What follows belongs to an exercise in optimizing a design on an open flow for small area and a short achievable clock period; a production flow would make more cautious choices.
Function was checked by simulation only, so behaviour that the tests miss may differ from the original.
Power is estimated from default activity; no workload was simulated.

`flow/design.v`:
```
package synthRegPkg;
    typedef struct packed {
        logic [1:0] prefix;
        logic [5:0] paramCode;
        logic [4:0] voice;
        logic [2:0] opIndex;
    } voiceOpReg_t;
    typedef struct packed {
        logic [1:0]  prefix;
        logic [13:0] tableAddr;
    } tableReg_t;
    typedef union packed {
        voiceOpReg_t voiceOp;
        tableReg_t   tableEntry;
    } regNumber_u;
    localparam logic [1:0] PREFIX_VOICE_OP = 2'b11;
    localparam logic [1:0] PREFIX_TABLE    = 2'b10;
    localparam logic [5:0] PARAM_PHASE_STEP = 6'h00;
    localparam logic [5:0] PARAM_CARRIER    = 6'h01;
    localparam logic [5:0] PARAM_LEVEL      = 6'h02;
    localparam logic [5:0] PARAM_NOTE_ON    = 6'h10;
    localparam logic [5:0] PARAM_LED        = 6'h12;
endpackage
package synthVoicePkg;
    typedef logic [3-1:0] slot_t;
    typedef logic [15:0] phase_t;
    typedef logic signed [15:0] sample_t;
endpackage
`timescale 1ns/1ns
module spiSlave (
    input  logic                       i_Clock,
    input  logic                       i_rst,
    input  logic                       i_SpiNss,
    input  logic                       i_SpiSck,
    input  logic                       i_SpiMosi,
    input  logic                       i_SampleReady,
    input  synthVoicePkg::sample_t     i_Sample,
    output logic                       o_SpiMiso,
    output logic                       o_WriteValid,
    output synthRegPkg::regNumber_u    o_RegNumber,
    output logic [15:0]                o_RegValue
);
    localparam int COUNT_BITS = $clog2(32) + 1;
    logic [2:0] r_NssSync;
    logic [2:0] r_SckSync;
    logic [1:0] r_MosiSync;
    logic [32-1:0] r_RxShift;
    logic [COUNT_BITS-1:0]      r_BitCount;
    logic [15:0]                r_TxShift;
    synthVoicePkg::sample_t     r_LatestSample;
    logic w_NssFall;
    logic w_NssRise;
    logic w_SckRise;
    logic w_SckFall;
    logic w_Active;
    assign w_NssFall = r_NssSync[2] & ~r_NssSync[1];
    assign w_NssRise = ~r_NssSync[2] & r_NssSync[1];
    assign w_SckRise = ~r_SckSync[2] & r_SckSync[1];
    assign w_SckFall = r_SckSync[2] & ~r_SckSync[1];
    assign w_Active  = ~r_NssSync[1];
    assign o_SpiMiso = r_TxShift[15];
    always_ff @(posedge i_Clock) begin
        if (i_rst) begin
            r_NssSync      <= '1;
            r_SckSync      <= '0;
            r_BitCount     <= '0;
            r_TxShift      <= '0;
            r_LatestSample <= '0;
            o_WriteValid   <= 1'b0;
        end else begin
            r_NssSync <= {r_NssSync[1:0], i_SpiNss};
            r_SckSync <= {r_SckSync[1:0], i_SpiSck};
            if (i_SampleReady) begin
                r_LatestSample <= i_Sample;
            end
            if (w_NssFall) begin
                r_BitCount   <= '0;
                r_TxShift    <= r_LatestSample;
                o_WriteValid <= 1'b0;
            end else if (w_NssRise) begin
                o_WriteValid <= (r_BitCount == COUNT_BITS'(32));
            end else if (w_Active) begin
                if (w_SckRise && r_BitCount != '1) begin
                    r_BitCount <= r_BitCount + 1'b1;
                end
                if (w_SckFall) begin
                    r_TxShift <= {r_TxShift[14:0], 1'b0};
                end
            end
        end
    end
    always_ff @(posedge i_Clock) begin
        r_MosiSync <= {r_MosiSync[0], i_SpiMosi};
        if (w_Active && w_SckRise) begin
            r_RxShift <= {r_RxShift[32-2:0], r_MosiSync[1]};
        end
        if (w_NssRise) begin
            o_RegNumber <= r_RxShift[32-1 -: 16];
            o_RegValue  <= r_RxShift[15:0];
        end
    end
endmodule
`timescale 1ns/1ns
module synthControl (
    input  logic                       i_Clock,
    input  logic                       i_rst,
    input  logic                       i_WriteValid,
    input  synthRegPkg::regNumber_u    i_RegNumber,
    input  logic [15:0]                i_RegValue,
    output synthVoicePkg::slot_t       o_Slot,
    output synthVoicePkg::slot_t       o_WriteSlot,
    output logic [15:0]                o_WriteData,
    output logic [8-1:0]     o_TableAddr,
    output logic                       o_PhaseStepWrite,
    output logic                       o_NoteOnWrite,
    output logic                       o_CarrierWrite,
    output logic                       o_LevelWrite,
    output logic                       o_TableWrite,
    output logic                       o_Led
);
    logic       r_WriteValidLast;
    logic       w_WriteStrobe;
    logic       w_IsVoiceOp;
    logic       w_IsTable;
    logic [5:0] w_Param;
    assign w_WriteStrobe = i_WriteValid & ~r_WriteValidLast;
    always_comb begin
        w_IsVoiceOp = i_RegNumber.voiceOp.prefix == synthRegPkg::PREFIX_VOICE_OP;
        w_IsTable   = i_RegNumber.tableEntry.prefix == synthRegPkg::PREFIX_TABLE;
        w_Param     = i_RegNumber.voiceOp.paramCode;
    end
    function automatic logic paramHit(input logic [5:0] code);
        paramHit = w_WriteStrobe && w_IsVoiceOp && w_Param == code;
    endfunction
    always_ff @(posedge i_Clock) begin
        if (i_rst) begin
            r_WriteValidLast <= 1'b0;
            o_PhaseStepWrite <= 1'b0;
            o_NoteOnWrite    <= 1'b0;
            o_CarrierWrite   <= 1'b0;
            o_LevelWrite     <= 1'b0;
            o_TableWrite     <= 1'b0;
            o_Led            <= 1'b0;
        end else begin
            r_WriteValidLast <= i_WriteValid;
            o_PhaseStepWrite <= paramHit(synthRegPkg::PARAM_PHASE_STEP);
            o_NoteOnWrite    <= paramHit(synthRegPkg::PARAM_NOTE_ON);
            o_CarrierWrite   <= paramHit(synthRegPkg::PARAM_CARRIER);
            o_LevelWrite     <= paramHit(synthRegPkg::PARAM_LEVEL);
            o_TableWrite     <= w_WriteStrobe && w_IsTable;
            if (paramHit(synthRegPkg::PARAM_LED)) begin
                o_Led <= |i_RegValue[7:4];
            end
        end
    end
    always_ff @(posedge i_Clock) begin
        if (w_WriteStrobe) begin
            o_WriteData <= i_RegValue;
            o_WriteSlot <= synthVoicePkg::slot_t'(
                i_RegNumber.voiceOp.opIndex * 4 + i_RegNumber.voiceOp.voice);
            o_TableAddr <= i_RegNumber.tableEntry.tableAddr[8-1:0];
        end
    end
    always_ff @(posedge i_Clock) begin
        if (i_rst) begin
            o_Slot <= '0;
        end else if (o_Slot == synthVoicePkg::slot_t'((4 * 2) - 1)) begin
            o_Slot <= '0;
        end else begin
            o_Slot <= o_Slot + 1'b1;
        end
    end
endmodule
`timescale 1ns/1ns
module phaseAccumulator (
    input  logic                   i_Clock,
    input  logic                   i_rst,
    input  synthVoicePkg::slot_t   i_Slot,
    input  synthVoicePkg::slot_t   i_WriteSlot,
    input  logic [15:0]            i_WriteData,
    input  logic                   i_PhaseStepWrite,
    input  logic                   i_NoteOnWrite,
    output synthVoicePkg::slot_t   o_Slot,
    output synthVoicePkg::phase_t  o_Phase,
    output logic                   o_NoteOn
);
    synthVoicePkg::phase_t r_PhaseStep [(4 * 2)];
    synthVoicePkg::phase_t r_Phase [(4 * 2)];
    logic                  r_NoteOn [(4 * 2)];
    synthVoicePkg::phase_t w_NextPhase;
    assign w_NextPhase = r_NoteOn[i_Slot] ? r_Phase[i_Slot] + r_PhaseStep[i_Slot] : '0;
    always_ff @(posedge i_Clock) begin
        if (i_PhaseStepWrite) begin
            r_PhaseStep[i_WriteSlot] <= i_WriteData;
        end
    end
    always_ff @(posedge i_Clock) begin
        if (i_rst) begin
            for (int i = 0; i < (4 * 2); i++) begin
                r_Phase[i]  <= '0;
                r_NoteOn[i] <= 1'b0;
            end
            o_Slot   <= '0;
            o_Phase  <= '0;
            o_NoteOn <= 1'b0;
        end else begin
            r_Phase[i_Slot] <= w_NextPhase;
            if (i_NoteOnWrite) begin
                r_NoteOn[i_WriteSlot] <= i_WriteData[0];
            end
            o_Slot   <= i_Slot;
            o_Phase  <= w_NextPhase;
            o_NoteOn <= r_NoteOn[i_Slot];
        end
    end
endmodule
`timescale 1ns/1ns
module waveformGenerator (
    input  logic                     i_Clock,
    input  logic                     i_rst,
    input  synthVoicePkg::slot_t     i_Slot,
    input  synthVoicePkg::phase_t    i_Phase,
    input  logic                     i_NoteOn,
    input  logic                     i_TableWrite,
    input  logic [8-1:0]   i_TableAddr,
    input  logic [15:0]              i_WriteData,
    output synthVoicePkg::slot_t     o_Slot,
    output synthVoicePkg::sample_t   o_Waveform
);
    localparam int TABLE_SIZE = 2 ** 8;
    synthVoicePkg::sample_t r_Table [TABLE_SIZE];
    logic [8-1:0] w_Index;
    assign w_Index = i_Phase[15 -: 8];
    always_ff @(posedge i_Clock) begin
        if (i_TableWrite) begin
            r_Table[i_TableAddr] <= synthVoicePkg::sample_t'(i_WriteData);
        end
    end
    always_ff @(posedge i_Clock) begin
        if (i_rst) begin
            o_Slot     <= '0;
            o_Waveform <= '0;
        end else begin
            o_Slot <= i_Slot;
            if (i_NoteOn) begin
                o_Waveform <= r_Table[w_Index];
            end else begin
                o_Waveform <= '0;
            end
        end
    end
endmodule
`timescale 1ns/1ns
module sampleMixer (
    input  logic                     i_Clock,
    input  logic                     i_rst,
    input  synthVoicePkg::slot_t     i_Slot,
    input  synthVoicePkg::sample_t   i_Waveform,
    input  synthVoicePkg::slot_t     i_WriteSlot,
    input  logic [15:0]              i_WriteData,
    input  logic                     i_LevelWrite,
    input  logic                     i_CarrierWrite,
    output logic                     o_SampleReady,
    output synthVoicePkg::sample_t   o_Sample
);
    localparam int ACC_BITS = 17 + 3;
    localparam logic signed [ACC_BITS-1:0] SAT_MAX = 32767;
    localparam logic signed [ACC_BITS-1:0] SAT_MIN = -32768;
    logic [7:0] r_Level [(4 * 2)];
    logic       r_Carrier [(4 * 2)];
    logic signed [ACC_BITS-1:0] r_Acc;
    logic signed [24:0]         w_Product;
    logic signed [16:0]         w_Scaled;
    logic signed [ACC_BITS-1:0] w_Term;
    logic signed [ACC_BITS-1:0] w_Sum;
    logic                       w_LastSlot;
    assign w_Product  = i_Waveform * $signed({1'b0, r_Level[i_Slot]});
    assign w_Scaled   = w_Product[24:8];
    assign w_Term     = r_Carrier[i_Slot] ? ACC_BITS'(w_Scaled) : '0;
    assign w_Sum      = r_Acc + w_Term;
    assign w_LastSlot = i_Slot == synthVoicePkg::slot_t'((4 * 2) - 1);
    always_ff @(posedge i_Clock) begin
        if (i_rst) begin
            for (int i = 0; i < (4 * 2); i++) begin
                r_Level[i]   <= '0;
                r_Carrier[i] <= 1'b0;
            end
            r_Acc         <= '0;
            o_SampleReady <= 1'b0;
            o_Sample      <= '0;
        end else begin
            if (i_LevelWrite) begin
                r_Level[i_WriteSlot] <= i_WriteData[7:0];
            end
            if (i_CarrierWrite) begin
                r_Carrier[i_WriteSlot] <= i_WriteData[0];
            end
            o_SampleReady <= w_LastSlot;
            if (w_LastSlot) begin
                r_Acc <= '0;
                if (w_Sum > SAT_MAX) begin
                    o_Sample <= 16'sh7FFF;
                end else if (w_Sum < SAT_MIN) begin
                    o_Sample <= 16'sh8000;
                end else begin
                    o_Sample <= w_Sum[15:0];
                end
            end else begin
                r_Acc <= w_Sum;
            end
        end
    end
endmodule
`timescale 1ns/1ns
module synth (
    input  logic i_Clock,
    input  logic i_rst,
    input  logic i_SpiNss,
    input  logic i_SpiSck,
    input  logic i_SpiMosi,
    output logic o_SpiMiso,
    output logic o_Led
);
    logic                    w_WriteValid;
    synthRegPkg::regNumber_u w_RegNumber;
    logic [15:0]             w_RegValue;
    synthVoicePkg::slot_t    w_HeadSlot;
    synthVoicePkg::slot_t    w_WriteSlot;
    logic [15:0]             w_WriteData;
    logic [8-1:0]  w_TableAddr;
    logic                    w_PhaseStepWrite;
    logic                    w_NoteOnWrite;
    logic                    w_CarrierWrite;
    logic                    w_LevelWrite;
    logic                    w_TableWrite;
    synthVoicePkg::slot_t    w_PhaseSlot;
    synthVoicePkg::phase_t   w_Phase;
    logic                    w_NoteOn;
    synthVoicePkg::slot_t    w_WaveSlot;
    synthVoicePkg::sample_t  w_Waveform;
    logic                    w_SampleReady;
    synthVoicePkg::sample_t  w_Sample;
    spiSlave spi0 (
        .i_Clock       (i_Clock),
        .i_rst         (i_rst),
        .i_SpiNss      (i_SpiNss),
        .i_SpiSck      (i_SpiSck),
        .i_SpiMosi     (i_SpiMosi),
        .i_SampleReady (w_SampleReady),
        .i_Sample      (w_Sample),
        .o_SpiMiso     (o_SpiMiso),
        .o_WriteValid  (w_WriteValid),
        .o_RegNumber   (w_RegNumber),
        .o_RegValue    (w_RegValue)
    );
    synthControl control0 (
        .i_Clock          (i_Clock),
        .i_rst            (i_rst),
        .i_WriteValid     (w_WriteValid),
        .i_RegNumber      (w_RegNumber),
        .i_RegValue       (w_RegValue),
        .o_Slot           (w_HeadSlot),
        .o_WriteSlot      (w_WriteSlot),
        .o_WriteData      (w_WriteData),
        .o_TableAddr      (w_TableAddr),
        .o_PhaseStepWrite (w_PhaseStepWrite),
        .o_NoteOnWrite    (w_NoteOnWrite),
        .o_CarrierWrite   (w_CarrierWrite),
        .o_LevelWrite     (w_LevelWrite),
        .o_TableWrite     (w_TableWrite),
        .o_Led            (o_Led)
    );
    phaseAccumulator phaseAcc0 (
        .i_Clock          (i_Clock),
        .i_rst            (i_rst),
        .i_Slot           (w_HeadSlot),
        .i_WriteSlot      (w_WriteSlot),
        .i_WriteData      (w_WriteData),
        .i_PhaseStepWrite (w_PhaseStepWrite),
        .i_NoteOnWrite    (w_NoteOnWrite),
        .o_Slot           (w_PhaseSlot),
        .o_Phase          (w_Phase),
        .o_NoteOn         (w_NoteOn)
    );
    waveformGenerator waveform0 (
        .i_Clock      (i_Clock),
        .i_rst        (i_rst),
        .i_Slot       (w_PhaseSlot),
        .i_Phase      (w_Phase),
        .i_NoteOn     (w_NoteOn),
        .i_TableWrite (w_TableWrite),
        .i_TableAddr  (w_TableAddr),
        .i_WriteData  (w_WriteData),
        .o_Slot       (w_WaveSlot),
        .o_Waveform   (w_Waveform)
    );
    sampleMixer mixer0 (
        .i_Clock        (i_Clock),
        .i_rst          (i_rst),
        .i_Slot         (w_WaveSlot),
        .i_Waveform     (w_Waveform),
        .i_WriteSlot    (w_WriteSlot),
        .i_WriteData    (w_WriteData),
        .i_LevelWrite   (w_LevelWrite),
        .i_CarrierWrite (w_CarrierWrite),
        .o_SampleReady  (w_SampleReady),
        .o_Sample       (w_Sample)
    );
endmodule
```
`flow/run.sh`:
```
#!/bin/bash
# synth_recipe.tcl (not shown) runs the flow's synth.tcl, then flattens the netlist and writes it again
# the make line also repeats each setting of config.mk as NAME=value (left out here)
make -C /OpenROAD-flow-scripts/flow DESIGN_CONFIG=/design/flow/config.mk WORK_HOME=/design/flow/orfs CLKGATE_MAP_FILE= SYNTH_SCRIPT=/design/flow/synth_recipe.tcl finish
```
`flow/config.mk`:
```
export PLATFORM = sky130hd
export DESIGN_NAME = synth
export DESIGN_NICKNAME = synth
export VERILOG_FILES = /design/flow/design.v
export SDC_FILE = /design/flow/constraint.sdc
export NUM_CORES = 4
export LEC_CHECK = 0
export CAP_MARGIN = 20
export CORE_MARGIN = 2
export CORE_UTILIZATION = 40
export SLEW_MARGIN = 20
```
`flow/constraint.sdc`:
```
create_clock -name core_clock -period 9.5 [get_ports {i_Clock}]
set_input_delay 1.9000 -clock core_clock [delete_from_list [all_inputs] [get_ports {i_Clock}]]
set_output_delay 1.9000 -clock core_clock [all_outputs]
set_load 0.01 [all_outputs]
```
==> summary.md <==
| Metric | Value |
|---|---|
| Syn_area_per_cell | `roughly 22 sq um` |
| Leakage | `between 60 and 70 nW` |
| Hold Path Cell Cnt | `0` |
| Crit. End Element | `register` |
| Synth area leader | `edfxtp_1` |
| IO Pins | `7` |
| Initial DRC Count | `between 10,000 and 15,000` |
| Die Height | `between 600 and 700 um` |
| Post-synthesis sequential area ratio | `between 70% and 80%` |
| Max-slew violation count | `0` |
| Commonest non-fill, non-tap cell in the layout | `edfxtp_1` |
| Reg2reg setup slack | `between 400 and 500 ps` |
| Clock Sinks | `approximately 4,600` |
| Crit path DAT | `9850 ps` |
| Register area | `roughly 0.14 sq mm` |
| Gpl congestion | `around 0.8` |
| Synth Instances | `8,209` |
| Final setup fails | `0` |
| Final ANT Viol Nets | `0` |
| Post-route minimum period | `about 9000 ps` |
| Hold path startpoint | `spi0.r_MosiSync[0]` |
| Clk pin slew, worst setup/hold paths | `approximately 60 ps` |
| Synthesized area | `about 0.18 sq mm` |
| Fillcell total | `between 30,000 and 40,000` |
| Netlist cell types | `74` |
| Fin util | `45.54%` |
| Worst-Margin Slew | `around 1200 ps` |
| Ranking of synthesized cells by area | `edfxtp_1, mux4_2, dfxtp_1, fa_1, nor2_1` |
| Via/cell ratio | `roughly 5.7` |
| EDFF count, synth | `about 4,500` |
| CTS tree | `done` |
| P per Cell Area | `216.3 mW/mm^2` |
| Worst Setup EP | `mixer0.o_Sample[14]` |
| DIE AREA | `around 0.46 sq mm` |
| Ys async rst share | `0%` |
| Slowest CP cell | `mux4_2` |
| H-Tree Level Count | `5` |
| Area share of the largest cell type after synthesis | `74.33%` |
| Clk Latency, worst-skew pair | `between 1000 and 1500 ps` |
| Worst VDD drop | `roughly 0.16 mV` |
| Total placed instance area | `between 0.15 and 0.2 sq mm` |
| Syn Nets | `between 8,000 and 9,000` |
| IO Port Bufs | `6` |
| Area Growth Syn to Fin | `13.57%` |
| Fmax | `~110 MHz` |
| DRT Wirelength | `448,700 um` |
| First-pass GRT wire length | `~640,000 um` |
| WS Path Type | `reg -> reg` |
| Max-slew headroom | `between 20% and 30%` |
| Share of the clock period used by the worst path | `around 95%` |
| Critical Path RT | `between 10,000 and 15,000 ps` |
| WL/cell | `29.81 um` |
| Starting Density | `40.10%` |
| Fin. Hold Viols | `0` |
| Nets@finish | `between 8,000 and 9,000` |
| PnR Total Power | `44.86 mW` |
| Max-cap viol count | `0` |
| Dpl hpwl | `~260,000 um` |
| Skew final | `just over 70 ps` |
| Status | `timing/DRC/antenna clean` |
| Reg2Reg Launch Point | `waveform0.o_Slot[0]` |
| Multi-input logic area | `0.04238 sq mm` |
| DR DRC count | `0` |
| Most frequent cells in the layout | `edfxtp_1, mux4_2, nor2_1` |
| Ys Warns | `5` |
| Largest net degree at the start of global routing | `approximately 210` |
| Post-synthesis register bit count | `between 4,000 and 5,000` |
| Via count | `between 80,000 and 90,000` |
| 1st-pass router iterations | `7` |
| Reg2Reg Capture Point | `mixer0.o_Sample[14]` |
| Die width | `679.7 um` |
| Critical path fanouts, max | `15` |
| Critical Path Max Stage Delay | `slightly above 500 ps` |
| Layout cells sized above 1 | `28.00%` |
| Core Box Area | `around 0.46 sq mm` |
| Cell area after layout | `between 0.2 and 0.25 sq mm` |
| HP Class | `reg -> reg` |
| CP dominant cell by count | `fa_1` |
| CP startpoint kind | `register` |
| Number of global-route vias before repair | `a little under 90,000` |
| Max Root-Sink Buffers | `4` |
| Worst Setup SP | `waveform0.o_Slot[0]` |
| CTS Buf Count | `around 460` |
| FF-to-FF path depth | `36` |
| Ys flop type | `edfxtp_1` |
| Post-route non-filler standard cell count | `~15,000` |
| Initial antenna violation count | `30` |
| Gr ovfl total | `0` |
| GRT Overall Usage | `between 10% and 20%` |
| Placed Cells incl. Taps | `14,180` |
| Root Driver | `clkbuf_16` |
| Row count | `about 250` |
## worst max-delay path: cells and delay by family (launching register included)
family	cells	cell delay (ps)
multiplexers	2	660
XOR/XNOR	2	300
adder cells (fa/ha/maj)	6	2640
AO/OA/AOI/OAI	14	3120
flip-flops	1	390
AND/OR/NAND/NOR	7	1140
buffers and inverters	5	620
## state kept, by name, indices dropped and copies added, names as in the netlist, 6 cells and up
signal / cells
waveform0.r_Table: 4096
phaseAcc0.r_PhaseStep: 128
phaseAcc0.r_Phase: 128
mixer0.r_Level: 64
spi0.r_RxShift: 32
mixer0.r_Acc: 20
control0.o_WriteData: 16
mixer0.o_Sample: 16
spi0.o_RegNumber: 16
spi0.o_RegValue: 16
spi0.r_LatestSample: 16
spi0.r_TxShift: 16
waveform0.o_Waveform: 16
control0.o_TableAddr: 8
mixer0.r_Carrier: 8
phaseAcc0.o_Phase: 8
phaseAcc0.r_NoteOn: 8
spi0.r_BitCount: 6
## where the power goes
group | switching, mW | total, mW | internal (mW)
registers | 0.139 | 22.4 | 22.2
clock network | 7.72 | 18.1 | 10.4
logic | 2.40 | 4.37 | 1.97
total | 10.3 | 44.9 | 34.6
## logic make-up (layout without fill, tap and decap cells)
| family | count (synthesis) | count (layout) | synth area share, % |
|---|---|---|---|
| flip-flops | 4646 | 4646 | 75.70 |
| multiplexers | 1422 | 1422 | 17.24 |
| AND/OR/NAND/NOR | 1009 | 1009 | 2.640 |
| buffers and inverters | 592 | 1421 | 1.228 |
| AO/OA/AOI/OAI | 304 | 304 | 1.239 |
| adder cells (fa/ha/maj) | 187 | 187 | 1.703 |
| XOR/XNOR | 49 | 49 | 0.2453 |
| other | 0 | 13 | 0 |
## Yosys cell counts (3+ instances only)
library cell	instances
nand3_1	24
or3_1	10
edfxtp_1	4521
nand4_1	43
nor3b_1	4
nor3_1	21
a311oi_1	3
nor2b_1	107
o21a_1	5
or2_2	16
buf_1	101
nand2b_1	38
or3b_2	4
and2_1	98
mux2i_1	41
a221o_1	13
a31oi_1	6
a22oi_1	133
inv_1	160
ha_1	83
nor2_1	497
a21oi_1	34
clkbuf_1	324
nor4_1	7
a211oi_1	19
nand3b_1	6
o21bai_1	11
dfxtp_1	125
and3b_1	6
nor4b_1	3
a21o_1	37
o21ai_0	16
xnor2_1	33
mux4_2	1375
xor2_1	15
mux4_1	3
a41oi_1	3
nand2_1	104
fa_1	103
and3_1	11
## metrics by stage
| step | hold WS (ps) | setup slack [ps] | TNS (ps) |
|---|---|---|---|
| 4_1_cts | 351.1 | 66.94 | 0 |
| 5_1_grt | 349.3 | -13.70 | -13.70 |
| 2_1_floorplan | 309.6 | 225.6 | 0 |
| 3_3_place_gp | 326.7 | -20.30 | -20.30 |
| 6_report | 341.7 | 478.5 | 0 |
| 3_5_place_dp | 329.3 | -125.9 | -1450 |
## area by class of cell
class                   count  share of cell area, %
clock buffers             569                  5.847
clock inverters           281                  1.389
well taps                6000                  3.619
multi-input cells        2971                  20.43
flip-flops and latches   4646                  66.67
diodes                     13                0.01568
inverters                 162                 0.2932
repair buffers            409                  1.737
## timing repair
item | 4_1_cts | 5_1_grt
setup endpoints to repair | 15 | 17
pin swaps | 0 | 2
cloned | 0 | 1
resized for setup | 4 | 14
setup buffers | 0 | 1
hold buffers | 0 | 0
## how the worst min path moves through the flow
stage	to	slack [ps]
after floorplan	spi0.r_MosiSync[1]	310
after global placement	spi0.r_MosiSync[1]	330
after detailed placement	spi0.r_MosiSync[1]	330
after CTS	spi0.r_MosiSync[1]	350
after global routing	spi0.r_MosiSync[1]	350
final	spi0.r_MosiSync[1]	340
## per-layer routing
layer | wire length [um] | GRT usage (%) | part of all wire [%] | up-vias
met3 | 32170 | 2.580 | 7.2 | 616
met2 | 215300 | 30.75 | 48 | 3397
li1 | - | - | - | 35150
met1 | 189700 | 27.83 | 42 | 47150
met4 | 11530 | 4.861 | 2.6 | 2
met5 | 13 | 0 | 0.0029 | -

port drivers added, routing unchanged:
No port has a modelled driver above. Below, the same layout with a new extraction and two added sets of constraints.
Step 1 sets driving cells, clkbuf_16 on the clock port and buf_2 on the other inputs (assumed; they add their load-dependent delay and slew).
Step 2, shift: input delay + t, output delay - t, t = (earliest + latest rising clock arrival at the registers) / 2. This alone moves slack from input paths to output paths.
a / b / c = ideal ports / drivers / drivers and shift; a / b = the first two.
t (ns): 1.084
setup slack, ns: 0.478 / 0.478 / 0.478
latest minus earliest clock arrival (ns): 0.078 / 0.078
worst data-port slew with drivers (ns): 0.04
pins driven straight from the clock port: 1
After both steps setup and hold are still met in this run. The setup slack of this run moves by 0.000 ns with the drivers and by 0.000 ns with both steps.
